What follows belongs to an exercise in optimizing a design on an open flow for small area and a short achievable clock period; a production flow would make more cautious choices. In this exercise RTL edits were held to simulation tests only and were not proved equivalent to the original. Power and IR drop assume default switching activity.

**design.v**
```verilog
module pifo_aoi222 (
  input  logic a0, b0, a1, b1, a2, b2,
  output logic y
);
  assign y = ~((a0 & b0) | (a1 & b1) | (a2 & b2));
endmodule
module pifo_nand3 (
  input  logic a, b, c,
  output logic y
);
  assign y = ~(a & b & c);
endmodule
module pifo_nand2 (
  input  logic a, b,
  output logic y
);
  assign y = ~(a & b);
endmodule
module pifo_xor2 (
  input  logic a, b,
  output logic y
);
  assign y = a ^ b;
endmodule
module pifo_maj3 (
  input  logic a, b, c,
  output logic y
);
  assign y = (a & b) | (a & c) | (b & c);
endmodule
module pifo_fa (
  input  logic a, b, c,
  output logic s, co
);
  logic x;
  pifo_xor2 u_x0 (.a(a), .b(b), .y(x));
  pifo_xor2 u_x1 (.a(x), .b(c), .y(s));
  pifo_maj3 u_m  (.a(a), .b(b), .c(c), .y(co));
endmodule
module pifo_tog (
  input  logic h, up, u, dn, d,
  output logic y
);
  assign y = h ^ ((up & u) | (dn & d));
endmodule
module pifo_ohmux20 (
  input  logic [19:0] s,
  input  logic [19:0] d,
  output logic        y
);
  logic [7:0] n;
  logic [2:0] o;
  pifo_aoi222 u0 (.a0(s[0]),  .b0(d[0]),  .a1(s[1]),  .b1(d[1]),  .a2(s[2]),  .b2(d[2]),  .y(n[0]));
  pifo_aoi222 u1 (.a0(s[3]),  .b0(d[3]),  .a1(s[4]),  .b1(d[4]),  .a2(s[5]),  .b2(d[5]),  .y(n[1]));
  pifo_aoi222 u2 (.a0(s[6]),  .b0(d[6]),  .a1(s[7]),  .b1(d[7]),  .a2(s[8]),  .b2(d[8]),  .y(n[2]));
  pifo_aoi222 u3 (.a0(s[9]),  .b0(d[9]),  .a1(s[10]), .b1(d[10]), .a2(s[11]), .b2(d[11]), .y(n[3]));
  pifo_aoi222 u4 (.a0(s[12]), .b0(d[12]), .a1(s[13]), .b1(d[13]), .a2(s[14]), .b2(d[14]), .y(n[4]));
  pifo_aoi222 u5 (.a0(s[15]), .b0(d[15]), .a1(s[16]), .b1(d[16]), .a2(s[17]), .b2(d[17]), .y(n[5]));
  pifo_nand2  u6 (.a(s[18]), .b(d[18]), .y(n[6]));
  pifo_nand2  u7 (.a(s[19]), .b(d[19]), .y(n[7]));
  pifo_nand3  v0 (.a(n[0]), .b(n[1]), .c(n[2]), .y(o[0]));
  pifo_nand3  v1 (.a(n[3]), .b(n[4]), .c(n[5]), .y(o[1]));
  assign o[2] = ~(n[6] & n[7]);
  assign y = |o;
endmodule
module pifo_ohmux4 (
  input  logic [3:0] s,
  input  logic [3:0] d,
  output logic       y
);
  assign y = |(s & d);
endmodule
module pifo_pop_collector #(
  parameter int PTW      = 16,
  parameter int MTW      = 0,
  parameter int LEVEL    = 4,
  parameter int TREE_NUM = 4,
  parameter int DEPTH    = 16,
  parameter int CNTW     = 8,
  localparam int TREE_NUM_BITS = $clog2(TREE_NUM),
  localparam int DW            = MTW + PTW,
  localparam int AW            = $clog2(DEPTH)
) (
  input  logic                     i_clk,
  input  logic                     i_arst_n,
  input  logic [LEVEL-1:0]         i_pop_req,
  input  logic [LEVEL-1:0][TREE_NUM_BITS-1:0] i_pop_req_tree_id,
  input  logic [LEVEL-1:0]         i_is_level0_pop,
  input  logic [LEVEL-1:0][TREE_NUM_BITS-1:0] i_tree_id,
  input  logic [LEVEL-1:0][DW-1:0] i_pop_data,
  output logic                     o_valid,
  input  logic                     i_ready,
  output logic [TREE_NUM_BITS-1:0] o_tree_id,
  output logic [DW-1:0]            o_data,
  output logic                     o_empty_pop,
  output logic [AW:0]              o_count,
  output logic [TREE_NUM-1:0][CNTW-1:0] o_outstanding,
  output logic                     o_overflow,
  output logic                     o_unexpected,
  input  logic                     i_clr_err
);
  localparam int EW = TREE_NUM_BITS + DW;    
  localparam int NB = 4;                     
  localparam int HB = CNTW - 2;              
  logic [EW-1:0]     r_mem [0:DEPTH-1];
  logic [EW-1:0]     r_head;
  logic              r_head_ones;
  logic [AW-1:0]     r_rd_ptr;
  logic [AW-1:0]     r_wr_ptr;    
  logic [AW:0]       r_count;
  logic              r_valid;
  logic [CNTW-1:0]   r_outstanding [0:TREE_NUM-1];
  logic              r_overflow;
  logic              r_unexpected;
  logic [3:0]        p;
  assign p = i_is_level0_pop;
  logic [AW-1:0]     w_wr_ptr;
  logic [DEPTH-1:0]  w_wr_oh;
  logic [NB-1:0]     w_rank_oh [0:NB-1];   
  logic [NB:1]       w_pop_ge;             
  logic [NB:1]       w_room_ge;            
  logic [NB:1]       w_acc_ge;             
  logic              w_drop;
  logic [EW-1:0]     w_bank_d [0:NB-1];
  logic [DEPTH-1:0]  w_wen;
  logic [EW-1:0]     w_lane_d [0:NB-1];
  assign w_wr_ptr = r_wr_ptr;
  always_comb begin
    for (int e = 0; e < DEPTH; e++) w_wr_oh[e] = (w_wr_ptr == AW'(e));
    for (int l = 0; l < NB; l++) w_lane_d[l] = {i_tree_id[l], i_pop_data[l]};
  end
  always_comb begin
    w_rank_oh[0] = 4'b0001;
    w_rank_oh[1] = {2'b00, p[0], ~p[0]};
    w_rank_oh[2] = {1'b0, p[0] & p[1], (p[0] & ~p[1]) | (~p[0] & p[1]), ~p[0] & ~p[1]};
    w_rank_oh[3] = {p[0] & p[1] & p[2],
                    (p[0] & p[1] & ~p[2]) | (p[0] & ~p[1] & p[2]) | (~p[0] & p[1] & p[2]),
                    (p[0] & ~p[1] & ~p[2]) | (~p[0] & p[1] & ~p[2]) | (~p[0] & ~p[1] & p[2]),
                    ~p[0] & ~p[1] & ~p[2]};
    w_pop_ge[1] = |p;
    w_pop_ge[2] = (p[0] & p[1]) | (p[0] & p[2]) | (p[0] & p[3]) | (p[1] & p[2]) | (p[1] & p[3]) | (p[2] & p[3]);
    w_pop_ge[3] = (p[0] & p[1] & p[2]) | (p[0] & p[1] & p[3]) | (p[0] & p[2] & p[3]) | (p[1] & p[2] & p[3]);
    w_pop_ge[4] = &p;
  end
  always_comb begin
    w_drop = 1'b0;
    for (int k = 1; k <= NB; k++) begin
      w_room_ge[k] = (r_count <= (AW+1)'(DEPTH - k));
      w_acc_ge[k]  = w_pop_ge[k] & w_room_ge[k];
      w_drop       = w_drop | (w_pop_ge[k] & ~w_room_ge[k]);
    end
  end
  logic [NB-1:0]     w_bsel [0:NB-1];      
  always_comb begin
    for (int b = 0; b < NB; b++) begin
      logic [1:0] k;
      k = 2'(b) - w_wr_ptr[1:0];
      for (int l = 0; l < NB; l++) w_bsel[b][l] = p[l] & w_rank_oh[l][k];
    end
  end
  for (genvar b = 0; b < NB; b++) begin : g_bank
    for (genvar i = 0; i < EW; i++) begin : g_bit
      pifo_ohmux4 u_mux (
        .s (w_bsel[b]),
        .d ({w_lane_d[3][i], w_lane_d[2][i], w_lane_d[1][i], w_lane_d[0][i]}),
        .y (w_bank_d[b][i])
      );
    end
  end
  logic [NB-1:0]     w_wen_g [0:DEPTH-1];
  always_comb begin
    for (int e = 0; e < DEPTH; e++)
      for (int k = 0; k < NB; k++)
        w_wen_g[e][k] = w_wr_oh[(e - k + DEPTH) % DEPTH] & w_room_ge[k+1];
  end
  for (genvar e = 0; e < DEPTH; e++) begin : g_wen
    pifo_ohmux4 u_wen (.s(w_wen_g[e]), .d(w_pop_ge), .y(w_wen[e]));
  end
  always_ff @(posedge i_clk) begin
    for (int e = 0; e < DEPTH; e++)
      if (w_wen[e]) r_mem[e] <= w_bank_d[e % NB];
  end
  logic              w_fire;
  logic [DEPTH-1:0]  w_nx_oh;
  logic [NB-1:0]     w_first_sel;
  logic              w_cnt0, w_cnt1, w_cnt_ge2;
  assign w_fire    = r_valid & i_ready;
  assign w_cnt0    = (r_count == '0);
  assign w_cnt1    = (r_count == (AW+1)'(1));
  assign w_cnt_ge2 = ~w_cnt0 & ~w_cnt1;
  always_comb begin
    for (int e = 0; e < DEPTH; e++) w_nx_oh[e] = (r_rd_ptr == AW'((e - 1 + DEPTH) % DEPTH));
    w_first_sel  = {~p[0] & ~p[1] & ~p[2], ~p[0] & ~p[1] & p[2], ~p[0] & p[1], p[0]};
  end
  logic [19:0]       w_head_sel;
  logic [EW-1:0]     w_head_d;
  assign w_head_sel = {w_first_sel & {NB{~w_cnt_ge2}}, w_nx_oh & {DEPTH{w_cnt_ge2}}};
  for (genvar i = 0; i < EW; i++) begin : g_head_bit
    logic [DEPTH-1:0] col;
    for (genvar e = 0; e < DEPTH; e++) begin : g_col
      assign col[e] = r_mem[e][i];
    end
    pifo_ohmux20 u_head (
      .s (w_head_sel),
      .d ({w_lane_d[3][i], w_lane_d[2][i], w_lane_d[1][i], w_lane_d[0][i], col}),
      .y (w_head_d[i])
    );
  end
  always_ff @(posedge i_clk) begin
    if (w_fire | w_cnt0) begin
      r_head      <= w_head_d;
      r_head_ones <= &w_head_d[DW-1:0];
    end
  end
  logic [HB-1:0]     w_out_hi [0:TREE_NUM-1];   
  logic [1:0]        w_out_lo [0:TREE_NUM-1];   
  logic              w_unexp;
  logic [TREE_NUM-1:0] w_up, w_dn;
  logic [HB-1:0]     w_tog_u [0:TREE_NUM-1];   
  logic [HB-1:0]     w_tog_d [0:TREE_NUM-1];   
  logic [1:0]        w_f1 [0:TREE_NUM-1];    
  logic [1:0]        w_f2 [0:TREE_NUM-1];
  logic [1:0]        w_f3 [0:TREE_NUM-1];
  logic [1:0]        w_f4 [0:TREE_NUM-1];    
  logic [1:0]        w_f5 [0:TREE_NUM-1];    
  logic [1:0]        w_f6 [0:TREE_NUM-1];    
  for (genvar t = 0; t < TREE_NUM; t++) begin : g_cnt
    logic [NB-1:0] inc, ndec;
    always_comb begin
      for (int l = 0; l < NB; l++) begin
        inc[l]  = i_pop_req[l] & (i_pop_req_tree_id[l] == TREE_NUM_BITS'(t));
        ndec[l] = ~(p[l] & (i_tree_id[l] == TREE_NUM_BITS'(t)));
      end
    end
    pifo_fa u_f1 (.a(inc[0]),  .b(inc[1]),  .c(inc[2]),  .s(w_f1[t][0]), .co(w_f1[t][1]));
    pifo_fa u_f2 (.a(inc[3]),  .b(ndec[0]), .c(ndec[1]), .s(w_f2[t][0]), .co(w_f2[t][1]));
    pifo_fa u_f3 (.a(ndec[2]), .b(ndec[3]), .c(r_outstanding[t][0]), .s(w_f3[t][0]), .co(w_f3[t][1]));
    pifo_fa u_f4 (.a(w_f1[t][0]), .b(w_f2[t][0]), .c(w_f3[t][0]), .s(w_f4[t][0]), .co(w_f4[t][1]));
    pifo_fa u_f5 (.a(w_f1[t][1]), .b(w_f2[t][1]), .c(w_f3[t][1]), .s(w_f5[t][0]), .co(w_f5[t][1]));
    pifo_fa u_f6 (.a(w_f5[t][0]), .b(w_f4[t][1]), .c(r_outstanding[t][1]), .s(w_f6[t][0]), .co(w_f6[t][1]));
    for (genvar i = 0; i < HB; i++) begin : g_bit
      pifo_tog u_tog (
        .h  (r_outstanding[t][i+2]),
        .up (w_up[t]), .u (w_tog_u[t][i]),
        .dn (w_dn[t]), .d (w_tog_d[t][i]),
        .y  (w_out_hi[t][i])
      );
    end
  end
  always_comb begin
    w_unexp = 1'b0;
    for (int t = 0; t < TREE_NUM; t++) begin
      logic          up, dn;      
      logic [HB-1:0] hi;
      logic          all1, all0;
      logic          hi_max, hi_zero;
      up = w_f5[t][1] & w_f6[t][1];
      dn = ~w_f5[t][1] & ~w_f6[t][1];
      hi      = r_outstanding[t][CNTW-1:2];
      hi_max  = &hi;
      hi_zero = ~|hi;
      all1 = ~hi_max;
      all0 = ~hi_zero;
      for (int i = 0; i < HB; i++) begin
        w_tog_u[t][i] = all1;
        w_tog_d[t][i] = all0;
        all1   = all1 & hi[i];
        all0   = all0 & ~hi[i];
      end
      w_up[t] = up;
      w_dn[t] = dn;
      w_out_lo[t] = (up & hi_max) ? 2'b11 : (dn & hi_zero) ? 2'b00 : {w_f6[t][0], w_f4[t][0]};
      w_unexp = w_unexp | (dn & hi_zero);
    end
  end
  logic [AW:0]       w_count_nxt;
  logic              w_valid_nxt;
  always_comb begin
    logic [NB+1:0] acc_t;         
    logic [5:0]    n_oh;          
    logic [3:0]    lo_oh;         
    logic [1:0]    lo;
    logic          up, dn;
    logic [AW-2:0] hi, tog;
    logic          all1, all0;
    acc_t = {1'b0, w_acc_ge, 1'b1};
    n_oh  = '0;
    for (int j = 0; j <= NB; j++) begin
      n_oh[j]   = n_oh[j]   | (acc_t[j] & ~acc_t[j+1] &  w_fire);
      n_oh[j+1] = n_oh[j+1] | (acc_t[j] & ~acc_t[j+1] & ~w_fire);
    end
    for (int o = 0; o < 4; o++) lo_oh[o] = (r_count[1:0] == 2'(o));
    lo = '0;
    up = 1'b0;
    dn = 1'b0;
    for (int o = 0; o < 4; o++)
      for (int j = 0; j < 6; j++) begin
        if (o + j - 1 < 0)              dn    = dn    | (lo_oh[o] & n_oh[j]);
        if (o + j - 1 >= 4)             up    = up    | (lo_oh[o] & n_oh[j]);
        if (((o + j + 3) % 4) % 2 == 1) lo[0] = lo[0] | (lo_oh[o] & n_oh[j]);
        if (((o + j + 3) % 4) >= 2)     lo[1] = lo[1] | (lo_oh[o] & n_oh[j]);
      end
    hi   = r_count[AW:2];
    all1 = 1'b1;
    all0 = 1'b1;
    for (int i = 0; i < AW - 1; i++) begin
      tog[i] = (up & all1) | (dn & all0);
      all1   = all1 & hi[i];
      all0   = all0 & ~hi[i];
    end
    w_count_nxt = {hi ^ tog, lo};
  end
  logic [AW-1:0]     w_wr_nxt;
  always_comb begin
    logic [NB+1:0] acc_t;
    logic [NB:0]   a_oh;          
    logic [3:0]    lo_oh;
    logic [1:0]    lo;
    logic          cy;
    logic [AW-3:0] hi, tog;
    logic          all1;
    acc_t = {1'b0, w_acc_ge, 1'b1};
    for (int j = 0; j <= NB; j++) a_oh[j] = acc_t[j] & ~acc_t[j+1];
    for (int o = 0; o < 4; o++) lo_oh[o] = (r_wr_ptr[1:0] == 2'(o));
    lo = '0;
    cy = 1'b0;
    for (int o = 0; o < 4; o++)
      for (int j = 0; j <= NB; j++) begin
        if (o + j >= 4)             cy    = cy    | (lo_oh[o] & a_oh[j]);
        if (((o + j) % 4) % 2 == 1) lo[0] = lo[0] | (lo_oh[o] & a_oh[j]);
        if (((o + j) % 4) >= 2)     lo[1] = lo[1] | (lo_oh[o] & a_oh[j]);
      end
    hi   = r_wr_ptr[AW-1:2];
    all1 = 1'b1;
    for (int i = 0; i < AW - 2; i++) begin
      tog[i] = cy & all1;
      all1   = all1 & hi[i];
    end
    w_wr_nxt = {hi ^ tog, lo};
  end
  assign w_valid_nxt = w_acc_ge[1] | w_cnt_ge2 | (w_cnt1 & ~i_ready);
  always_ff @(posedge i_clk or negedge i_arst_n) begin
    if (!i_arst_n) begin
      r_rd_ptr     <= '0;
      r_wr_ptr     <= '0;
      r_count      <= '0;
      r_valid      <= 1'b0;
      r_overflow   <= 1'b0;
      r_unexpected <= 1'b0;
      for (int t = 0; t < TREE_NUM; t++) r_outstanding[t] <= '0;
    end else begin
      if (w_fire) r_rd_ptr <= r_rd_ptr + AW'(1);
      r_wr_ptr <= w_wr_nxt;
      r_count <= w_count_nxt;
      r_valid <= w_valid_nxt;
      for (int t = 0; t < TREE_NUM; t++) r_outstanding[t] <= {w_out_hi[t], w_out_lo[t]};
      r_overflow   <= w_drop  | (r_overflow   & ~i_clr_err);
      r_unexpected <= w_unexp | (r_unexpected & ~i_clr_err);
    end
  end
  assign o_valid      = r_valid;
  assign {o_tree_id, o_data} = r_head;
  assign o_empty_pop  = r_head_ones;
  assign o_count      = r_count;
  assign o_overflow   = r_overflow;
  assign o_unexpected = r_unexpected;
  always_comb begin
    for (int t = 0; t < TREE_NUM; t++) o_outstanding[t] = r_outstanding[t];
  end
endmodule
module pifo_pop_collector_top (
  input  logic        i_clk,
  input  logic        i_arst_n,
  input  logic [3:0]  i_pop_req,
  input  logic [7:0]  i_pop_req_tree_id,
  input  logic [3:0]  i_is_level0_pop,
  input  logic [7:0]  i_tree_id,
  input  logic [63:0] i_pop_data,
  output logic        o_valid,
  input  logic        i_ready,
  output logic [1:0]  o_tree_id,
  output logic [15:0] o_data,
  output logic        o_empty_pop,
  output logic [4:0]  o_count,
  output logic [31:0] o_outstanding,
  output logic        o_overflow,
  output logic        o_unexpected,
  input  logic        i_clr_err
);
  logic [3:0][1:0]  w_req_tid;
  logic [3:0][1:0]  w_tid;
  logic [3:0][15:0] w_data;
  logic [3:0][7:0]  w_out;
  always_comb begin
    for (int l = 0; l < 4; l++) begin
      w_req_tid[l] = i_pop_req_tree_id[2*l +: 2];
      w_tid[l]     = i_tree_id[2*l +: 2];
      w_data[l]    = i_pop_data[16*l +: 16];
    end
    for (int t = 0; t < 4; t++) o_outstanding[8*t +: 8] = w_out[t];
  end
  pifo_pop_collector #(
    .PTW(16), .MTW(0), .LEVEL(4), .TREE_NUM(4), .DEPTH(16), .CNTW(8)
  ) u_core (
    .i_clk             (i_clk),
    .i_arst_n          (i_arst_n),
    .i_pop_req         (i_pop_req),
    .i_pop_req_tree_id (w_req_tid),
    .i_is_level0_pop   (i_is_level0_pop),
    .i_tree_id         (w_tid),
    .i_pop_data        (w_data),
    .o_valid           (o_valid),
    .i_ready           (i_ready),
    .o_tree_id         (o_tree_id),
    .o_data            (o_data),
    .o_empty_pop       (o_empty_pop),
    .o_count           (o_count),
    .o_outstanding     (w_out),
    .o_overflow        (o_overflow),
    .o_unexpected      (o_unexpected),
    .i_clr_err         (i_clr_err)
  );
endmodule
```
**flow/run.sh**
```bash
#!/bin/bash
set -euo pipefail
export BUFFER_PORTS_ARGS="-buffer_cell sky130_fd_sc_hd__buf_2"
bash standard.sh > standard_flow.log 2>&1
```
**standard.sh**
```bash
#!/bin/bash
# synth_recipe.tcl (not shown) runs the flow's synth.tcl, then flattens the netlist and writes it again
# the make line also repeats each setting of config.mk as NAME=value (left out here)
make -C /OpenROAD-flow-scripts/flow DESIGN_CONFIG=/design/flow/config.mk WORK_HOME=/design/flow/orfs CLKGATE_MAP_FILE= SYNTH_SCRIPT=/design/flow/synth_recipe.tcl "${@:-finish}"
```
**config.mk**
```make
export PLATFORM = sky130hd
export DESIGN_NAME = pifo_pop_collector_top
export DESIGN_NICKNAME = pifo_pop_collector_top
export VERILOG_FILES = /design/flow/design.v
export SDC_FILE = /design/flow/constraint.sdc
export NUM_CORES = 4
export LEC_CHECK = 0
export CAP_MARGIN = 20
export CORE_MARGIN = 2
export CORE_UTILIZATION = 65
export CTS_BUF_LIST = sky130_fd_sc_hd__clkbuf_8
export CTS_CLUSTER_DIAMETER = 50
export CTS_CLUSTER_SIZE = 14
export GPL_TIMING_DRIVEN = 0
export SETUP_SLACK_MARGIN = 4.2
export SLEW_MARGIN = 20
export SYNTH_HIERARCHICAL = 1
export SYNTH_MINIMUM_KEEP_SIZE = 0
export TNS_END_PERCENT = 0
```
**constraint.sdc**
```tcl
create_clock -name core_clock -period 7.0 [get_ports {i_clk}]
set_input_delay 1.4000 -clock core_clock [delete_from_list [all_inputs] [get_ports {i_clk}]]
set_output_delay 1.4000 -clock core_clock [all_outputs]
set_load 0.01 [all_outputs]
```
==> results of run 1 <==
## flip-flops by register name, indices dropped and copies added, names as in the netlist
name / count
u_core.r_count: 5
u_core.r_head: 18
u_core.r_head_ones: 1
u_core.r_mem: 288
u_core.r_outstanding: 32
u_core.r_overflow: 1
u_core.r_rd_ptr: 4
u_core.r_unexpected: 1
u_core.r_valid: 1
u_core.r_wr_ptr: 4
## metal layers
layer	vias to the layer above	wire [um]	global-route usage
met5	-	15	0
met4	2	4091	0.2325
met3	335	9059	0.1269
met2	1342	24850	0.6096
met1	6884	19490	0.5183
li1	6100	-	-
## power by group
part | internal, mW | total, mW | switching, mW
Combinational | 1.40 | 4.11 | 2.70
Sequential | 3.36 | 3.68 | 0.315
Clock | 0.645 | 1.41 | 0.763
Total | 5.41 | 9.19 | 3.78
## area by class of cell
class | count | area, um2 | area share
diodes | 1 | 2.502 | 0.0001234
clock buffers | 36 | 495.5 | 0.02444
flip-flops and latches | 355 | 10420 | 0.5140
well taps | 335 | 419.2 | 0.02068
clock inverters | 21 | 236.5 | 0.01167
repair buffers | 185 | 1107 | 0.05463
plain buffers | 25 | 210.2 | 0.01037
multi-input cells | 979 | 7222 | 0.3563
inverters | 39 | 157.7 | 0.007777
## how the worst max path moves through the flow
stage / start / to / slack [ns] / cells past startpoint
finish: i_is_level0_pop[0] / u_core.r_mem[2][17]$_DFFE_PP_ / 3.87 / 11
global route: u_core.r_count[3]$_DFF_PN0_ / u_core.r_head_ones$_DFFE_PP_ / 3.77 / 10
CTS: i_is_level0_pop[0] / u_core.r_outstanding[0][7]$_DFF_PN0_ / 3.91 / 11
detailed placement: i_is_level0_pop[0] / u_core.r_mem[11][5]$_DFFE_PP_ / 2.75 / 8
global placement: i_is_level0_pop[0] / u_core.r_head_ones$_DFFE_PP_ / 2.34 / 10
floorplan: i_is_level0_pop[2] / u_core.r_outstanding[0][5]$_DFF_PN0_ / 3.48 / 10
## per-module statistics from Yosys (local to each module, per instance), excerpt
module | flip-flops and latches | area (um2) | cells | times used
pifo_tog | 0 | 21.27 | 2 | 24
pifo_ohmux20 | 0 | 11.26 | 1 | 18
pifo_nand3 | 0 | 5.005 | 1 | 36
pifo_nand2 | 0 | 3.754 | 1 | 36
pifo_xor2 | 0 | 8.758 | 1 | 48
pifo_maj3 | 0 | 11.26 | 1 | 24
pifo_ohmux4 | 0 | 18.77 | 3 | 88
pifo_aoi222 | 0 | 10.01 | 1 | 108
## what timing repair did
item,4_1_cts,5_1_grt
setup endpoints to repair,629,636
cloned,2,0
hold buffers,0,0
pin swaps,18,11
buffers inserted,25,5
gates resized for setup,102,12
hold endpoints to repair,0,0
## tightest hold or removal path, delay by kind of cell, from the launching register on
kind,cells,cell delay [ns]
compound gates,1,0.06
flops,1,0.35
simple gates,1,0.07
## cell families (layout without fill, tap and decap cells)
logic type / count (synthesis) / in the layout / share of synthesized area
AO/OA/AOI/OAI: 389 / 389 / 0.1861
XOR/XNOR: 84 / 84 / 0.04217
adder cells (fa/ha/maj): 37 / 37 / 0.02481
buffers and inverters: 64 / 306 / 0.01685
flip-flops: 355 / 355 / 0.5972
multiplexers: 3 / 3 / 0.001865
other: 0 / 1 / 0
AND/OR/NAND/NOR: 464 / 466 / 0.1310
## Yosys cell counts, types with 3 or more instances
cell type / instances
buf_4: 3
ha_1: 13
o211a_1: 5
dfrtp_1: 48
nand4bb_1: 18
and3b_1: 3
nand3_1: 53
nor4_1: 8
a22oi_2: 24
and3_1: 19
maj3_2: 24
and2_1: 32
xnor2_1: 33
nand3b_1: 8
nand2b_1: 5
inv_1: 39
buf_2: 4
or3_1: 4
a22oi_1: 177
nor3b_1: 6
a21oi_1: 14
o211ai_1: 4
o21ai_0: 30
nand4_1: 7
buf_6: 5
edfxtp_1: 307
a31oi_1: 4
nand2_1: 175
a222oi_1: 110
nor2_1: 94
xor2_1: 51
nor2b_1: 16
clkbuf_1: 13
nor3_1: 10
## through the flow
step	total power [mW]	hold slack [ns]	worst slack, ns	instances
after floorplan	5.907	0.4992	3.476	1396
after global placement	7.217	0.4761	2.338	1880
after detailed placement	7.362	0.4853	2.753	1886
after CTS	8.959	0.5081	3.906	1970
after global routing	9.491	0.5305	3.774	1975
final	9.190	0.5037	3.874	1976
## cells in the final DEF (no fill, tap or decap), drive strengths merged, types with 32 or more instances in the layout
cell type	count
xnor2	33
nor2	94
a22oi	201
nand3	53
inv	45
a222oi	110
edfxtp	307
dfrtp	48
nand2	175
o21ai	32
xor2	51
clkbuf	49
buf	197
and2	34
==> results.toml, run 1 <==
[setup_path]
crit_chain = "buf_8 > clkbuf_16 > inv_6 > ha_1 > nand2_1 > o21ai_0 > a21oi_1 > nand2_1 > o211a_2 > a22oi_1 > nand2_1"
crit_buf_inv = 3
cpMaxStageDelayCell = "o211a_2"
regToRegEndpoint = "u_core.r_head_ones$_DFFE_PP_"
reg2reg_slack_ns = 3.89
r2r_cells = 10
crit_fanout = 18
crit_type = "input pin to register"
cp.required_ns = 7.40
critPathCaptureType = "register"
arrival_ns = 3.52
crit_top_cell = "nand2_1"
regToRegStartpoint = "u_core.r_count[3]$_DFF_PN0_"
cp_top_family = "compound AO/OA/AOI/OAI gates"
slowest_delay_ns = 0.71
critPathLaunchType = "input pin"

[logic_synthesis]
yosys_warnings = 34
synth_top_area_frac = 0.5284
yosysTopAreaCell = "edfxtp_1"
synthCells = 1396
synthTopCellsByArea = "edfxtp_1 53%, a22oi_1 7.6%, dfrtp_1 6.9%"
syn_avg_cell_area_um2 = 12.50
async_reset_ff_frac = 0.1352
synth-edff-count = 307
syn-num-nets = 1501
syn-cell-area_um2 = 17450
synth.yosys.seq_area_share = 0.5972
ys_types = 56
ys_ff_latch = 355
synth_flop_cell = "edfxtp_1"

[run_status]
status = "finished clean"

[pwr]
ir_drop_uv = 387.7
p_leak_nw = 7.548
p_per_area_nw_per_um2 = 453.4

[sta]
fmax_mhz = 319.9
period_minus_slack_ns = 3.126
fin_setup_tns_ns = 0
report.final.slew_viol_count = 0
grt_setup_unrepaired = "true"
maxSlewHeadroom = 0.1230
setup_violations = 0
period_share = 0.4466
final_hold_viol_count = 0
worst_pin_slew_ns = 1.316
finClkSkew_ns = 0.03656

[routing]
wl_per_cell_um = 29.10
postRouteAntennaNets = 0
drt_first_pass_iters = 7
drc = 0
drtIter0Drc = 2684
drt_wl_total_mm = 57.51
vias = 14663
viasPerCell = 7.421

[clock_tree]
clk-insertion-delay-late_ns = 0.59
cts_max_level = 2
cts_tree = "built"
clock_sinks = 355
clockRootBuffer = "clkbuf_8"
numCtsBuffers = 36
cts_buffer_depth = 3
clkTransAtPathRegs_ns = 0.09

[worst_hold_path]
worstHoldEndpoint = "u_core.r_unexpected$_DFF_PN0_"
min_path_type = "register to register"
hold_start = "u_core.r_unexpected$_DFF_PN0_"
worstHoldPathCells = 2

[die]
die_h_um = 167.8
std_cell_rows = 59
initial_core_util = 0.6657
io_pins = 151
dieWidth_um = 167.8
die_area_um2 = 28170
core_um2 = 26210

[global_route]
grt_overflow_total = 0
grt_max_degree = 49
track_usage = 0.4029
first_global_vias = 14292
antenna_found_initial = 2
grt_pass1_wl_mm = 84.50

[placement]
gp_congestion = 0.9515
numPortBuffers = 149
hpwl_mm = 34.35
dpl-instance-area_um2 = 18830

[cells_and_area]
layout.nets = 1726
n_fill_cell = 1662
syn_to_final_growth_pct = 16.19
finish.instance_area_um2 = 20270
final_layout_size_suffix_gt1_frac = 0.2402
final_util = 0.7735

[job]
max-cap-violations = 0
==> inputs of run 2 (changes only) <==
==> flow/run.sh (replaced) <==
#!/bin/bash
set -euo pipefail
export BUFFER_PORTS_ARGS="-buffer_cell sky130_fd_sc_hd__buf_1"
bash standard.sh > standard_flow.log 2>&1
==> run 2 against run 1 <==
  * Still clean on timing, DRC and antenna
  * Area after synthesis did not move
  * Power fell by 1.7%
  * Worst hold slack improved by 0.0022 ns
==> results.toml, run 2 <==
[logic_synthesis]
syn-cell-area_um2 = 17450
synth_most_common_cell = "edfxtp_1"
yosysTopAreaCell = "edfxtp_1"
syn_avg_cell_area_um2 = 12.50
synthTopCellsByArea = "edfxtp_1 53%, a22oi_1 7.6%, dfrtp_1 6.9%"
synth_flop_cell = "edfxtp_1"
synth_top_area_frac = 0.5284
synthCells = 1396
ys_types = 56
synth-edff-count = 307
yosys_warnings = 34
async_reset_ff_frac = 0.1352
ys_top_cells_by_count = "307 x edfxtp_1, 177 x a22oi_1, 175 x nand2_1"
synth.yosys.seq_area_share = 0.5972
ys_ff_latch = 355
syn-num-nets = 1501

[sta]
period_share = 0.4507
maxSlewHeadroom = 0.1284
worst_pin_slew_ns = 1.307
final_hold_viol_count = 0
finClkSkew_ns = 0.04581
report.final.slew_viol_count = 0
period_minus_slack_ns = 3.155
grt_setup_unrepaired = "true"
setup_violations = 0
fin_setup_tns_ns = 0
fmax_mhz = 317.0

[die]
dieWidth_um = 167.8
die_h_um = 167.8
initial_core_util = 0.6657
io_pins = 151
core_um2 = 26210
die_area_um2 = 28170
std_cell_rows = 59

[placement]
gp_congestion = 0.9426
numPortBuffers = 149
dp_cells = 1885
hpwl_mm = 33.61

[clock_tree]
cts_buffer_depth = 3
clk-insertion-delay-late_ns = 0.58
clock_sinks = 355
cts_tree = "built"
cts_max_level = 2
numCtsBuffers = 35
clockRootBuffer = "clkbuf_8"
clkTransAtPathRegs_ns = 0.08
ctsHoldBuffers = 0

[cells_and_area]
syn_to_final_growth_pct = 14.59
regMostFlops = "u_core.r_mem"
multiInputGateArea_um2 = 7243
seq_area_um2 = 10420
n_fill_cell = 1713
fin_cells = 1968
largest_reg_flops = 288
final_common_cell = "edfxtp_1"
layout_common_cells = "307 x edfxtp_1, 177 x a22oi_1, 158 x nand2_1"
final_layout_size_suffix_gt1_frac = 0.1520
layout.nets = 1718
reg.largest.list = "u_core.r_mem (288), u_core.r_outstanding (32), u_core.r_head (18)"

[routing]
viasPerCell = 7.428
wl_per_cell_um = 29.10
postRouteAntennaNets = 0
drt_wl_total_mm = 57.28
drc = 0
vias = 14619
drtIter0Drc = 2658
drt_first_pass_iters = 10

[setup_path]
critPathLaunch = "i_is_level0_pop[0]"
crit_buf_inv = 3
crit_top_cell = "buf_8"
crit_fanout = 18
arrival_ns = 3.53
regToRegStartpoint = "u_core.r_count[3]$_DFF_PN0_"
crit_type = "input pin to register"
critPathLaunchType = "input pin"
cpMaxStageDelayCell = "and2_2"
critPathCaptureType = "register"
cp.required_ns = 7.38
slowest_delay_ns = 0.62
crit_chain = "buf_8 > buf_8 > inv_6 > ha_1 > and2_2 > a222oi_1 > nand3_1 > nand4bb_4 > nand4_1 > nor4_1"
cp_top_family = "simple AND/OR/NAND/NOR gates"

[pwr]
p_leak_nw = 7.133
switchingPower_mw = 3.770
internal-power_mw = 5.264
power_frac_seq = 0.408
p_per_area_nw_per_um2 = 451.9
clkPwrFrac = 0.144
p_sw_frac = 0.4173
power_frac_comb = 0.448
ir_drop_uv = 329.1

[global_route]
grt_pass1_wl_mm = 83.20
first_global_vias = 13964
track_usage = 0.3951
antenna_found_initial = 2
grt_max_degree = 28
grt_overflow_total = 0

[worst_hold_path]
hold_start = "u_core.r_unexpected$_DFF_PN0_"
min_path_type = "register to register"

[run_status]
status = "finished clean"

[job]
max-cap-violations = 0
## run 2: area by class of cell
cell class	instances	share of cell area
Sequential cell	355	0.5212
Multi-Input combinational cell	979	0.3623
Timing Repair Buffer	178	0.04419
Clock buffer	36	0.02478
Tap cell	335	0.02097
Buffer	25	0.009763
Clock inverter	20	0.008887
Inverter	39	0.007761
Antenna cell	1	0.0001252
## run 2: worst paths after layout
kind                                                   endpoint  slack (ns)  depth (start not counted)
setup / recovery                   u_core.r_head_ones$_DFFE_PP_        3.85                         10
hold / removal                    u_core.r_unexpected$_DFF_PN0_        0.51                          2
setup reg to reg                   u_core.r_head_ones$_DFFE_PP_        3.86                         10
hold reg to reg                   u_core.r_unexpected$_DFF_PN0_        0.51                          2
max in group asynchronous  u_core.r_outstanding[3][5]$_DFF_PN0_        5.60                          2
min in group asynchronous        u_core.r_rd_ptr[0]$_DFFE_PN0P_        0.84                          1
## run 2: kinds of logic (layout without fill, tap and decap cells)
kind of cell / after synthesis / in the layout / synth area share
and+or+nand+nor: 464 / 466 / 0.1310
AOI/OAI and AO/OA: 389 / 389 / 0.1861
DFF: 355 / 355 / 0.5972
xor gates and xnor gates: 84 / 84 / 0.04217
buffers and inverters: 64 / 298 / 0.01685
adders and majority gates: 37 / 37 / 0.02481
muxes: 3 / 3 / 0.001865
other: 0 / 1 / 0
## run 2: timing repair
action / CTS / global route
pin swaps: 12 / 16
setup buffers: 20 / 4
gates cloned: 0 / 2
endpoints found under the setup margin: 635 / 637
resized for setup: 92 / 32
## run 2: through the flow
step                      hold WS (ns)  utilization  setup WS [ns]  instance area [um2]  total power, mW
after floorplan                 0.4992            -          3.476                17500            5.907
after global routing            0.5327       0.7628          3.765                19990            9.332
after detailed placement        0.4827       0.7113          2.764                18640            7.322
final                           0.5060       0.7629          3.845                19990            9.034
after CTS                       0.5091       0.7570          3.869                19840            8.769
after global placement          0.4797       0.7050          2.298                18480            7.174
## run 2: routing by layer
| layer | vias to the layer above | GRT usage | wire length (um) |
|---|---|---|---|
| met4 | 2 | 0.2049 | 3598 |
| li1 | 6088 | - | - |
| met5 | - | 0 | 8 |
| met1 | 6827 | 0.5298 | 19220 |
| met2 | 1402 | 0.5932 | 24850 |
| met3 | 300 | 0.1133 | 9597 |
## run 2: worst reg2reg max path, stage by stage, from the launching register on
cell and delay [ns]:
dfrtp_1 0.38, buf_4 0.16, or3_4 0.40, or2_4 0.31, and3_2 0.30, and2_4 0.31
a222oi_1 0.43, nand3_1 0.14, nand4bb_4 0.26, nand4_1 0.15, nor4_1 0.07
## run 2: modules after synthesis (local to each module, per instance), a selection
module        cells  flip-flops and latches  area [um2]  times used
pifo_ohmux4       3                       0       18.77          88
pifo_maj3         1                       0       11.26          24
pifo_nand2        1                       0       3.754          36
pifo_xor2         1                       0       8.758          48
pifo_tog          2                       0       21.27          24
pifo_ohmux20      1                       0       11.26          18
pifo_nand3        1                       0       5.005          36
pifo_aoi222       1                       0       10.01         108
## run 2: power groups by stage
| stage | registers (mW) | logic, mW | clock network [mW] |
|---|---|---|---|
| detailed placement | 3.72 | 3.60 | 0 |
| floorplan | 3.73 | 2.18 | 0 |
| global placement | 3.71 | 3.47 | 0 |
| CTS | 3.67 | 3.80 | 1.30 |
| finish | 3.69 | 4.05 | 1.30 |
| global route | 3.74 | 4.21 | 1.38 |
==> inputs of run 3 (changes only) <==
--- a/design.v
+++ b/design.v
@@ -104,7 +104,6 @@
   localparam int HB = CNTW - 2;              
   logic [EW-1:0]     r_mem [0:DEPTH-1];
   logic [EW-1:0]     r_head;
-  logic              r_head_ones;
   logic [AW-1:0]     r_rd_ptr;
   logic [AW-1:0]     r_wr_ptr;    
   logic [AW:0]       r_count;
@@ -209,7 +208,6 @@
   always_ff @(posedge i_clk) begin
     if (w_fire | w_cnt0) begin
       r_head      <= w_head_d;
-      r_head_ones <= &w_head_d[DW-1:0];
     end
   end
   logic [HB-1:0]     w_out_hi [0:TREE_NUM-1];   
@@ -360,7 +358,7 @@
   end
   assign o_valid      = r_valid;
   assign {o_tree_id, o_data} = r_head;
-  assign o_empty_pop  = r_head_ones;
+  assign o_empty_pop  = &r_head[DW-1:0];
   assign o_count      = r_count;
   assign o_overflow   = r_overflow;
   assign o_unexpected = r_unexpected;
==> run 3 against run 2 <==
  * Still clean on timing, DRC and antenna
  * Sequential cell count fell by 1
  * Clock power barely moved
  * Register-to-register slack got worse by 0.03 ns
  * Synthesized cell count rose by 0.72%
  * Worst setup slack got worse by 0.017 ns
  * Core utilization fell by 0.36 points
  * Largest cell class unchanged
==> results.toml, run 3 <==
[pwr]
p_leak_nw = 6.999
ir_drop_uv = 311.8
p_per_area_nw_per_um2 = 361.3

[sta]
final_hold_viol_count = 0
finClkSkew_ns = 0.03575
period_minus_slack_ns = 3.171
period_share = 0.4531
grt_setup_unrepaired = "true"
fin_setup_tns_ns = 0
worst_pin_slew_ns = 1.336
fmax_mhz = 315.3
report.final.slew_viol_count = 0
maxSlewHeadroom = 0.1094
setup_violations = 0

[placement]
gp_congestion = 0.8814
numPortBuffers = 150
dp_cells = 1906
hpwl_mm = 34.28

[setup_path]
cpMaxStageDelayCell = "or4_1"
cp.required_ns = 7.28
critPathCaptureType = "register"
critPathLaunch = "u_core.r_count[1]$_DFF_PN0_"
critPathLaunchType = "register"
crit_type = "register to register"
regToRegStartpoint = "u_core.r_count[1]$_DFF_PN0_"
slowest_delay_ns = 0.54
crit_fanout = 10
r2r_cells = 10
regToRegEndpoint = "u_core.r_head[17]$_DFFE_PP_"
reg2reg_slack_ns = 3.83
crit_top_cell = "buf_6"
crit_chain = "buf_2 > or4_1 > buf_4 > nand2_4 > nor3_2 > buf_6 > buf_6 > a222oi_1 > nand3_1 > nand4bb_1"
arrival_ns = 3.46

[clock_tree]
clkTransAtPathRegs_ns = 0.08
cts_buffer_depth = 3
numCtsBuffers = 36
cts_max_level = 2
clockRootBuffer = "clkbuf_8"
cts_tree = "built"
clock_sinks = 354
clk-insertion-delay-late_ns = 0.59
ctsHoldBuffers = 0

[die]
die_h_um = 167.9
initial_core_util = 0.6660
core_um2 = 26210
dieWidth_um = 167.9
die_area_um2 = 28180
io_pins = 151
std_cell_rows = 59

[routing]
postRouteAntennaNets = 0
viasPerCell = 7.458
drt_first_pass_iters = 11
wl_per_cell_um = 29.68
vias = 14752
drc = 0
drtIter0Drc = 3249
drt_wl_total_mm = 58.71

[logic_synthesis]
ys_ff_latch = 354
synth_top_area_frac = 0.5265
yosysTopAreaCell = "edfxtp_1"
ys_top_cells_by_count = "306 x edfxtp_1, 177 x a22oi_1, 170 x nand2_1"
synth_most_common_cell = "edfxtp_1"
synth_compound_area_frac = 0.1837
synthXorXnorAreaFrac = 0.04065
synth-edff-count = 306
synthMuxAreaShare = 0.002868
synth.yosys.seq_area_share = 0.5953
synth_flop_cell = "edfxtp_1"
synthTopCellsByArea = "edfxtp_1 53%, a22oi_1 7.6%, dfrtp_1 6.9%"
syn-cell-area_um2 = 17450
yosys_warnings = 34
synthAdderAreaFrac = 0.02624
syn-num-nets = 1513
synthCells = 1406
ys_types = 55
synthSimpleGateAreaFrac = 0.1340
async_reset_ff_frac = 0.1356
synth_top_family_by_area = "compound AO/OA/AOI/OAI gates"
syn_avg_cell_area_um2 = 12.41

[cells_and_area]
antenna_cells = 0
final_common_cell = "edfxtp_1"
seq_area_um2 = 10390
syn_to_final_growth_pct = 14.00
n_fill_cell = 1712
layout.nets = 1731
fin_cells = 1978
final_layout_size_suffix_gt1_frac = 0.1491
regMostFlops = "u_core.r_mem"
reg.largest.list = "u_core.r_mem (288), u_core.r_outstanding (32), u_core.r_head (18)"
multiInputGateArea_um2 = 7201
layout_common_cells = "306 x edfxtp_1, 177 x a22oi_1, 149 x nand2_1"
largest_reg_flops = 288

[worst_hold_path]
min_path_type = "register to register"
hold_start = "u_core.r_outstanding[1][7]$_DFF_PN0_"
worstHoldPathCells = 1
worstHoldEndpoint = "u_core.r_outstanding[1][7]$_DFF_PN0_"

[run_status]
status = "finished clean"

[global_route]
grt_pass1_wl_mm = 85.78
grt_max_degree = 29
first_global_vias = 14115
antenna_found_initial = 0
grt_overflow_total = 0
track_usage = 0.4127

[job]
max-cap-violations = 0
run 3: cell types whose count changed after synthesis, sizes merged, moves of 3 or more:
cell	change
nand2	-5
and3	-4
nor3	+5
nor2	+11
xnor2	-3
mux2i	+4
nand3	+5
nand2b	+7
and2	-14
or3	+3
run 3: cell type report:
cell class,count,area share
Sequential cell,354,0.5222
Multi-Input combinational cell,985,0.3619
Timing Repair Buffer,179,0.04264
Clock buffer,36,0.02490
Tap cell,335,0.02107
Buffer,28,0.01088
Clock inverter,21,0.008175
Inverter,39,0.007861
Timing Repair inverter,1,0.0003773
run 3: cells by family after synthesis:
| logic type | count (synthesis) |
|---|---|
| and+or+nand+nor | 475 |
| AOI/OAI and AO/OA | 385 |
| DFF | 354 |
| xor gates and xnor gates | 81 |
| buffers and inverters | 67 |
| adders and majority gates | 39 |
| muxes | 5 |
run 3: report_power, final:
group	switching [mW]	leakage [nW]	internal [mW]	total, mW
sequential	0.233	3.37	2.76	2.99
combinational	1.92	3.29	0.997	2.91
clock	0.750	0.341	0.536	1.29
run 3: per-module statistics from Yosys (local to each module, per instance), a selection:
module        cells  copies in the design
pifo_nand2        1                    36
pifo_maj3         1                    24
pifo_ohmux20      1                    18
pifo_ohmux4       3                    88
pifo_aoi222       1                   108
pifo_nand3        1                    36
pifo_xor2         1                    48
pifo_tog          2                    24
run 3: worst max-delay path by stage:
stage	end	slack (ns)	cells past startpoint
4_1_cts	u_core.r_outstanding[0][7]$_DFF_PN0_	3.86	11
3_3_place_gp	u_core.r_head[3]$_DFFE_PP_	1.31	3
2_1_floorplan	u_core.r_outstanding[0][5]$_DFF_PN0_	3.46	10
6_report	u_core.r_head[17]$_DFFE_PP_	3.83	10
5_1_grt	u_core.r_outstanding[0][7]$_DFF_PN0_	3.79	11
3_5_place_dp	u_core.r_mem[12][4]$_DFFE_PP_	2.79	11
run 3: critical path: cells and delay by family (launching register included):
| family | cells | cell delay [ns] |
|---|---|---|
| and+or+nand+nor | 5 | 1.23 |
| AOI/OAI and AO/OA | 1 | 0.42 |
| buffers and inverters | 4 | 0.80 |
| DFF | 1 | 0.45 |
run 3: routing by layer:
metal / up-vias / GRT usage / share of wire
met1: 6863 / 0.5476 / 0.33
li1: 6116 / - / -
met2: 1461 / 0.6175 / 0.43
met5: - / 0 / 0
met3: 312 / 0.1403 / 0.18
met4: 0 / 0.1966 / 0.065
run 3: metrics by stage:
step           total power, mW  instance area (um2)    util  setup slack, ns  hold WS [ns]
2_1_floorplan            4.681                17510       -            3.461        0.4991
3_3_place_gp             5.560                18500  0.7058            1.308        0.4998
3_5_place_dp             5.724                18860  0.7196            2.792        0.5126
4_1_cts                  7.037                19820  0.7562            3.860        0.5270
5_1_grt                  7.429                19900  0.7592            3.792        0.5424
6_report                 7.190                19900  0.7592            3.829        0.5274
run 3: timing repair:
| action | CTS | global route |
|---|---|---|
| buffers inserted | 12 | 2 |
| endpoints found under the setup margin | 634 | 638 |
| gates cloned | 0 | 1 |
| hold endpoints to repair | 0 | 0 |
| resized for setup | 61 | 21 |
| pin swaps | 11 | 2 |
==> inputs of run 4 (changes only) <==
--- a/design.v
+++ b/design.v
@@ -223,13 +223,16 @@
   logic [1:0]        w_f5 [0:TREE_NUM-1];    
   logic [1:0]        w_f6 [0:TREE_NUM-1];    
   for (genvar t = 0; t < TREE_NUM; t++) begin : g_cnt
-    logic [NB-1:0] inc, ndec;
+    logic [NB-1:0] inc, ndec, rmatch;
     always_comb begin
       for (int l = 0; l < NB; l++) begin
-        inc[l]  = i_pop_req[l] & (i_pop_req_tree_id[l] == TREE_NUM_BITS'(t));
-        ndec[l] = ~(p[l] & (i_tree_id[l] == TREE_NUM_BITS'(t)));
+        inc[l]    = i_pop_req[l] & (i_pop_req_tree_id[l] == TREE_NUM_BITS'(t));
+        rmatch[l] = (i_tree_id[l] == TREE_NUM_BITS'(t));
       end
     end
+    for (genvar l = 0; l < NB; l++) begin : g_dec
+      pifo_nand2 u_ndec (.a(p[l]), .b(rmatch[l]), .y(ndec[l]));
+    end
     pifo_fa u_f1 (.a(inc[0]),  .b(inc[1]),  .c(inc[2]),  .s(w_f1[t][0]), .co(w_f1[t][1]));
     pifo_fa u_f2 (.a(inc[3]),  .b(ndec[0]), .c(ndec[1]), .s(w_f2[t][0]), .co(w_f2[t][1]));
     pifo_fa u_f3 (.a(ndec[2]), .b(ndec[3]), .c(r_outstanding[t][0]), .s(w_f3[t][0]), .co(w_f3[t][1]));
==> run 4 against run 3 <==
  * Still clean on timing, DRC and antenna
  * Core utilization is 2.1 points higher
  * Routed wire length grew 7.9%
  * Maximum frequency grew 4.3%
  * First-iteration DRC count is 0.49% lower
  * Combinational power rose by 16%
  * Count of clock-buffer cells in the layout rose by 1
  * Final cell count rose by 2.8%
  * Die area up 0.79%
  * Sequential cell count stayed put
  * Cell area grew 5.0%
  * Sequential share of layout area shrank 2.5 points
  * Critical endpoint is now u_core.r_head[7]$_DFFE_PP_
  * Largest power group is now combinational cells
==> results.toml, run 4 <==
[run_status]
status = "finished clean"

[logic_synthesis]
synthTopCellsByArea = "edfxtp_1 52%, a22oi_1 7.6%, dfrtp_1 6.8%"
ys_top_cells_by_count = "306 x edfxtp_1, 179 x a22oi_1, 179 x nand2_1"
synth_flop_cell = "edfxtp_1"
synthCells = 1422
ys_ff_latch = 354
syn-cell-area_um2 = 17590
synth-edff-count = 306
syn_avg_cell_area_um2 = 12.37
synth_top_area_frac = 0.5223
synth.yosys.seq_area_share = 0.5906
syn-num-nets = 1529
ys_types = 65
async_reset_ff_frac = 0.1356
synth_most_common_cell = "edfxtp_1"
yosysTopAreaCell = "edfxtp_1"
yosys_warnings = 34

[cells_and_area]
seq_area_um2 = 10390
final_common_cell = "edfxtp_1"
final_util = 0.7799
reg.largest.list = "u_core.r_mem (288), u_core.r_outstanding (32), u_core.r_head (18)"
final_layout_size_suffix_gt1_frac = 0.2017
layout_common_cells = "306 x edfxtp_1, 166 x a22oi_1, 144 x nand2_1"
largest_reg_flops = 288
multiInputGateArea_um2 = 7684
syn_to_final_growth_pct = 18.80
finish.instance_area_um2 = 20900
regMostFlops = "u_core.r_mem"
n_fill_cell = 1622
layout.nets = 1780

[global_route]
antenna_found_initial = 2
first_global_vias = 15117
grt_pass1_wl_mm = 90.80
grt_max_degree = 21
grt_overflow_total = 0
track_usage = 0.4363

[sta]
final_hold_viol_count = 0
grt_setup_unrepaired = "true"
fmax_mhz = 329.0
report.final.slew_viol_count = 0
worst_pin_slew_ns = 1.381
period_share = 0.4342
setup_violations = 0
fin_setup_tns_ns = 0
period_minus_slack_ns = 3.040
maxSlewHeadroom = 0.07913
finClkSkew_ns = 0.02279

[setup_path]
reg2reg_slack_ns = 3.96
r2r_cells = 7
cp-endpoint = "u_core.r_head[7]$_DFFE_PP_"
regToRegStartpoint = "u_core.r_count[4]$_DFF_PN0_"
critPathLaunch = "u_core.r_count[4]$_DFF_PN0_"
regToRegEndpoint = "u_core.r_head[7]$_DFFE_PP_"
critPathCaptureType = "register"
crit_fanout = 18
arrival_ns = 3.33
critPathLaunchType = "register"
cp.required_ns = 7.29
crit_type = "register to register"

[die]
initial_core_util = 0.6564
io_pins = 151
die_area_um2 = 28400
dieWidth_um = 168.5
std_cell_rows = 60
die_h_um = 168.5
core_um2 = 26800

[clock_tree]
cts_max_level = 2
clockRootBuffer = "clkbuf_8"
ctsHoldBuffers = 0
cts_tree = "built"
clkTransAtPathRegs_ns = 0.08
clk-insertion-delay-late_ns = 0.58
clock_sinks = 354
numCtsBuffers = 36
cts_buffer_depth = 3

[pwr]
p_leak_nw = 7.450
finalPower_mw = 7.693
p_per_area_nw_per_um2 = 368.1
ir_drop_uv = 305.7

[routing]
postRouteAntennaNets = 0
wl_per_cell_um = 31.15
drc = 0
vias = 15462
drtIter0Drc = 3233
viasPerCell = 7.606
drt_wl_total_mm = 63.33
drt_first_pass_iters = 12

[placement]
numPortBuffers = 150
dpl-instance-area_um2 = 18870
hpwl_mm = 34.24
gp_congestion = 0.9171

[worst_hold_path]
min_path_type = "register to register"

[job]
max-cap-violations = 0
## run 4: cell count changes after synthesis, sizes merged, moves of 8 or more
| cell | delta |
|---|---|
| nand2b | -9 |
| nor2b | +9 |
| nand2 | +9 |
| and2 | +17 |
| nand3b | -8 |
## run 4: final cells by class
cell class | instances | area share
diodes | 1 | 0.0001197
plain buffers | 23 | 0.007183
clock buffers | 37 | 0.02436
clock inverters | 19 | 0.006226
inverters | 44 | 0.008500
multi-input cells | 1011 | 0.3676
flip-flops and latches | 354 | 0.4971
well taps | 341 | 0.02041
repair buffers | 203 | 0.06848
## run 4: per-layer routing
layer  track usage  share of wire
met3        0.1386           0.17
met2        0.6500           0.42
met4        0.2661          0.080
met5      0.005217              0
met1        0.5629           0.32
## run 4: kinds of logic after synthesis
logic type               Yosys count  synth area share
AND/OR/NAND/NOR                  486            0.1372
adder cells (fa/ha/maj)           39           0.02603
XOR/XNOR                          81           0.04032
multiplexers                       5          0.002916
buffers and inverters             67           0.01664
AO/OA/AOI/OAI                    390            0.1863
flip-flops                       354            0.5906
## run 4: Yosys stat by module (local to each module, per instance), a selection
| module | cells inside | flip-flops and latches | times used |
|---|---|---|---|
| pifo_aoi222 | 1 | 0 | 108 |
| pifo_maj3 | 1 | 0 | 24 |
| pifo_nand2 | 1 | 0 | 52 |
| pifo_nand3 | 1 | 0 | 36 |
| pifo_ohmux20 | 1 | 0 | 18 |
| pifo_ohmux4 | 3 | 0 | 88 |
| pifo_tog | 2 | 0 | 24 |
| pifo_xor2 | 1 | 0 | 48 |
## run 4: worst max-delay path, cell delays in order (launching register included)
cell and delay, ns:
dfrtp_1 0.46, buf_2 0.23, nor4_4 0.52, nor3_1 0.20, and2_2 0.50, a222oi_1 0.42, nand3_1 0.15, nand4bb_1 0.28
## run 4: stage by stage
step	setup slack, ns	std cells	hold WS [ns]
after floorplan	3.872	1422	0.4991
after global placement	2.448	1913	0.5108
after detailed placement	2.497	1918	0.5209
after CTS	4.070	2027	0.5386
after global routing	3.999	2032	0.5704
final	3.960	2033	0.5416
## run 4: worst min path at each step
stage / to / cells past startpoint / slack (ns) / start
finish: u_core.r_outstanding[0][7]$_DFF_PN0_ / 1 / 0.54 / u_core.r_outstanding[0][7]$_DFF_PN0_
global route: u_core.r_outstanding[1][7]$_DFF_PN0_ / 1 / 0.57 / u_core.r_outstanding[1][7]$_DFF_PN0_
CTS: u_core.r_outstanding[3][7]$_DFF_PN0_ / 1 / 0.54 / u_core.r_outstanding[3][7]$_DFF_PN0_
detailed placement: u_core.r_outstanding[2][4]$_DFF_PN0_ / 1 / 0.52 / u_core.r_outstanding[2][4]$_DFF_PN0_
global placement: u_core.r_outstanding[3][7]$_DFF_PN0_ / 1 / 0.51 / u_core.r_outstanding[3][7]$_DFF_PN0_
floorplan: u_core.r_wr_ptr[2]$_DFF_PN0_ / 1 / 0.50 / u_core.r_wr_ptr[2]$_DFF_PN0_
## run 4: where the power goes
group	switching (mW)	internal [mW]	leakage (nW)
logic	2.22	1.15	3.74
clock network	0.760	0.512	0.342
registers	0.235	2.81	3.37
## run 4: timing repair
action	in CTS	in global routing
setup endpoints to repair	638	632
pin swaps	32	24
gates cloned	10	0
setup buffers	43	5
gates resized for setup	109	70
==> inputs of run 5 (changes only) <==
--- a/config.mk
+++ b/config.mk
@@ -5,7 +5,7 @@
 export SDC_FILE = /design/flow/constraint.sdc
 export NUM_CORES = 4
 export LEC_CHECK = 0
-export CAP_MARGIN = 20
+export CAP_MARGIN = 10
 export CORE_MARGIN = 2
 export CORE_UTILIZATION = 65
 export CTS_BUF_LIST = sky130_fd_sc_hd__clkbuf_8
@@ -13,7 +13,7 @@
 export CTS_CLUSTER_SIZE = 14
 export GPL_TIMING_DRIVEN = 0
 export SETUP_SLACK_MARGIN = 4.2
-export SLEW_MARGIN = 20
+export SLEW_MARGIN = 10
 export SYNTH_HIERARCHICAL = 1
 export SYNTH_MINIMUM_KEEP_SIZE = 0
 export TNS_END_PERCENT = 0
==> run 5 against run 4 <==
  * Still clean
  * Sequential cell count did not move
  * Non-clock buffer count rose by 7
  * Worst setup slack improved by 0.050 ns
  * Critical endpoint is now u_core.r_mem[1][7]$_DFFE_PP_
  * Highest routed layer is now met5
==> results.toml, run 5 <==
[cells_and_area]
regMostFlops = "u_core.r_mem"
finish.instance_area_um2 = 21170
largest_reg_flops = 288
reg.largest.list = "u_core.r_mem (288), u_core.r_outstanding (32), u_core.r_head (18)"
final_common_cell = "edfxtp_1"
layout.nets = 1788
layout_common_cells = "306 x edfxtp_1, 156 x a22oi_1, 141 x nand2_1"
final_layout_size_suffix_gt1_frac = 0.2180
syn_to_final_growth_pct = 20.32
final_util = 0.7898
antenna_cells = 0

[global_route]
grt_pass1_wl_mm = 91.02
antenna_found_initial = 1
track_usage = 0.4379
first_global_vias = 15105
grt_max_degree = 34
grt_overflow_total = 0

[clock_tree]
cts_tree = "built"
cts_buffer_depth = 3
clk-insertion-delay-late_ns = 0.58
cts_max_level = 2
clock_sinks = 354
numCtsBuffers = 36
clkTransAtPathRegs_ns = 0.09
clockRootBuffer = "clkbuf_8"

[logic_synthesis]
ys_top_cells_by_count = "306 x edfxtp_1, 179 x a22oi_1, 179 x nand2_1"
ys_types = 65
syn-cell-area_um2 = 17590
synthCells = 1422
synth-edff-count = 306
synth_top_area_frac = 0.5223
yosysTopAreaCell = "edfxtp_1"
synthTopCellsByArea = "edfxtp_1 52%, a22oi_1 7.6%, dfrtp_1 6.8%"
synth_most_common_cell = "edfxtp_1"
syn-num-nets = 1529
ys_ff_latch = 354
async_reset_ff_frac = 0.1356
yosys_warnings = 34
syn_avg_cell_area_um2 = 12.37
synth.yosys.seq_area_share = 0.5906
synth_flop_cell = "edfxtp_1"

[sta]
setup_violations = 0
final_hold_viol_count = 0
report.final.slew_viol_count = 0
period_share = 0.4270
finClkSkew_ns = 0.03104
period_minus_slack_ns = 2.989
finalWorstSetupSlack_ns = 4.011
worst_pin_slew_ns = 1.359
fmax_mhz = 334.5
maxSlewHeadroom = 0.09401
grt_setup_unrepaired = "true"
fin_setup_tns_ns = 0

[setup_path]
reg2reg_slack_ns = 4.01
cpMaxStageDelayCell = "o21a_2"
crit_chain = "buf_6 > buf_8 > clkinvlp_4 > ha_4 > and3_1 > o21a_2 > a22oi_2 > nand2_2"
crit_fanout = 18
cp.required_ns = 7.41
critPathLaunchType = "input pin"
r2r_cells = 7
regToRegStartpoint = "u_core.r_count[4]$_DFF_PN0_"
critPathCaptureType = "register"
critPathLaunch = "i_is_level0_pop[0]"
arrival_ns = 3.40
cp-endpoint = "u_core.r_mem[1][7]$_DFFE_PP_"
slowest_delay_ns = 0.78
crit_type = "input pin to register"
regToRegEndpoint = "u_core.r_head[7]$_DFFE_PP_"

[placement]
dpl-instance-area_um2 = 18850
numPortBuffers = 150
post-place-ws_ns = 2.510
hpwl_mm = 34.43
gp_congestion = 0.9171

[pwr]
clkPwrFrac = 0.170
p_sw_frac = 0.4169
p_per_area_nw_per_um2 = 369.6
p_leak_nw = 7.564
power_frac_comb = 0.441
switchingPower_mw = 3.261
internal-power_mw = 4.562
power_frac_seq = 0.389
ir_drop_uv = 299.6

[die]
initial_core_util = 0.6564
dieWidth_um = 168.5
die_h_um = 168.5
core_um2 = 26800
std_cell_rows = 60
die_area_um2 = 28400
io_pins = 151

[worst_hold_path]
worstHoldPathCells = 1
min_path_type = "register to register"

[routing]
drc = 0
drtIter0Drc = 3431
postRouteAntennaNets = 0
wl_per_cell_um = 31.52
vias = 15676
viasPerCell = 7.673
drt_wl_total_mm = 64.40
drt_first_pass_iters = 8

[run_status]
status = "finished clean"

[job]
max-cap-violations = 0
[run 5: cell counts after synthesis]
Identical to the previous run, type by type.
[run 5: worst max-delay path, delay by kind of cell]
family / cells / cell delay, ns
AOI/OAI and AO/OA: 2 / 0.98
buffers and inverters: 3 / 0.37
and+or+nand+nor: 2 / 0.32
adders and majority gates: 1 / 0.31
[run 5: power by group through the flow]
stage	registers (mW)	clock network (mW)	logic, mW
floorplan	3.10	0	1.77
CTS	3.03	1.31	3.08
finish	3.04	1.33	3.45
detailed placement	3.08	0	2.85
global route	3.07	1.39	3.55
global placement	3.07	0	2.74
[run 5: worst min-delay path by stage]
| stage | startpoint | endpoint | slack [ns] |
|---|---|---|---|
| floorplan | u_core.r_wr_ptr[2]$_DFF_PN0_ | u_core.r_wr_ptr[2]$_DFF_PN0_ | 0.50 |
| global placement | u_core.r_outstanding[3][7]$_DFF_PN0_ | u_core.r_outstanding[3][7]$_DFF_PN0_ | 0.51 |
| detailed placement | u_core.r_outstanding[2][4]$_DFF_PN0_ | u_core.r_outstanding[2][4]$_DFF_PN0_ | 0.52 |
| CTS | u_core.r_outstanding[2][4]$_DFF_PN0_ | u_core.r_outstanding[2][4]$_DFF_PN0_ | 0.53 |
| global route | u_core.r_outstanding[1][7]$_DFF_PN0_ | u_core.r_outstanding[1][7]$_DFF_PN0_ | 0.57 |
| finish | u_core.r_outstanding[0][7]$_DFF_PN0_ | u_core.r_outstanding[0][7]$_DFF_PN0_ | 0.54 |
[run 5: metal layers]
| metal | GRT usage | vias up | share of wire |
|---|---|---|---|
| met1 | 0.5728 | 7258 | 0.32 |
| met5 | 0 | - | 0.00012 |
| met2 | 0.6325 | 1687 | 0.42 |
| met3 | 0.1510 | 445 | 0.18 |
| li1 | - | 6284 | - |
| met4 | 0.2736 | 2 | 0.082 |
[run 5: per-module statistics from Yosys, one instance, submodules excluded, excerpt]
module	cells	cell area [um2]	flip-flops and latches	copies in the design
pifo_xor2	1	8.758	0	48
pifo_ohmux20	1	11.26	0	18
pifo_tog	2	21.27	0	24
pifo_maj3	1	11.26	0	24
pifo_nand2	1	3.754	0	52
pifo_aoi222	1	10.01	0	108
pifo_nand3	1	5.005	0	36
pifo_ohmux4	3	18.77	0	88
[run 5: layout make-up]
cell class,count,area (um2)
Sequential cell,354,10390
Multi-Input combinational cell,1012,7789
Fill cell,1604,5633
Timing Repair Buffer,210,1553
Clock buffer,38,523.0
Tap cell,341,426.7
Inverter,44,175.2
Clock inverter,21,165.2
Buffer,23,146.4
[run 5: through the flow]
step / hold slack, ns / instances / total power [mW]
2_1_floorplan: 0.4991 / 1422 / 4.872
3_3_place_gp: 0.5108 / 1913 / 5.816
3_5_place_dp: 0.5210 / 1920 / 5.926
4_1_cts: 0.5344 / 2029 / 7.428
5_1_grt: 0.5654 / 2043 / 8.014
6_report: 0.5408 / 2043 / 7.823
[run 5: timing repair]
| action | CTS | global route |
|---|---|---|
| gates resized for setup | 103 | 154 |
| hold buffers | 0 | 0 |
| pin swaps | 25 | 65 |
| setup endpoints to repair | 638 | 633 |
| buffers inserted | 40 | 13 |
| cloned | 10 | 1 |
[run 5: cell families after synthesis]
family / Yosys count / share of synthesized area
compound gates: 390 / 0.1863
xor+xnor: 81 / 0.04032
fa+ha+maj: 39 / 0.02603
buf+inv: 67 / 0.01664
flops: 354 / 0.5906
mux: 5 / 0.002916
simple gates: 486 / 0.1372

afterwards: timing with drivers on the ports:
How much do the figures lean on ideal ports? The routed layouts below were timed once more, with nothing changed but the port constraints.
Step 1, drivers: a clkbuf_16 drives i_clk and a buf_2 each remaining input, both assumed.
Step 2, shift: input delay + t, output delay - t, t = (earliest + latest rising clock arrival at the registers) / 2. This alone moves slack from input paths to output paths.
a / b / c = ideal / step 1 / step 2; a / b = the first two.
run	t, ns	setup WS [ns]	worst register clock-pin slew, ns
run 1	0.621	3.874 / 3.874 / 3.253	0.09 / 0.09
run 2	0.602	3.845 / 3.851 / 3.249	0.10 / 0.10
run 3	0.611	3.829 / 3.829 / 3.227	0.09 / 0.09
run 4	0.611	3.960 / 3.960 / 3.432	0.09 / 0.09
run 5	0.611	4.011 / 4.009 / 3.399	0.10 / 0.10
After both steps every run listed still meets setup and hold. The setup slack of run 1, which loses most, moves by 0.000 ns with the drivers and by -0.621 ns with both steps.
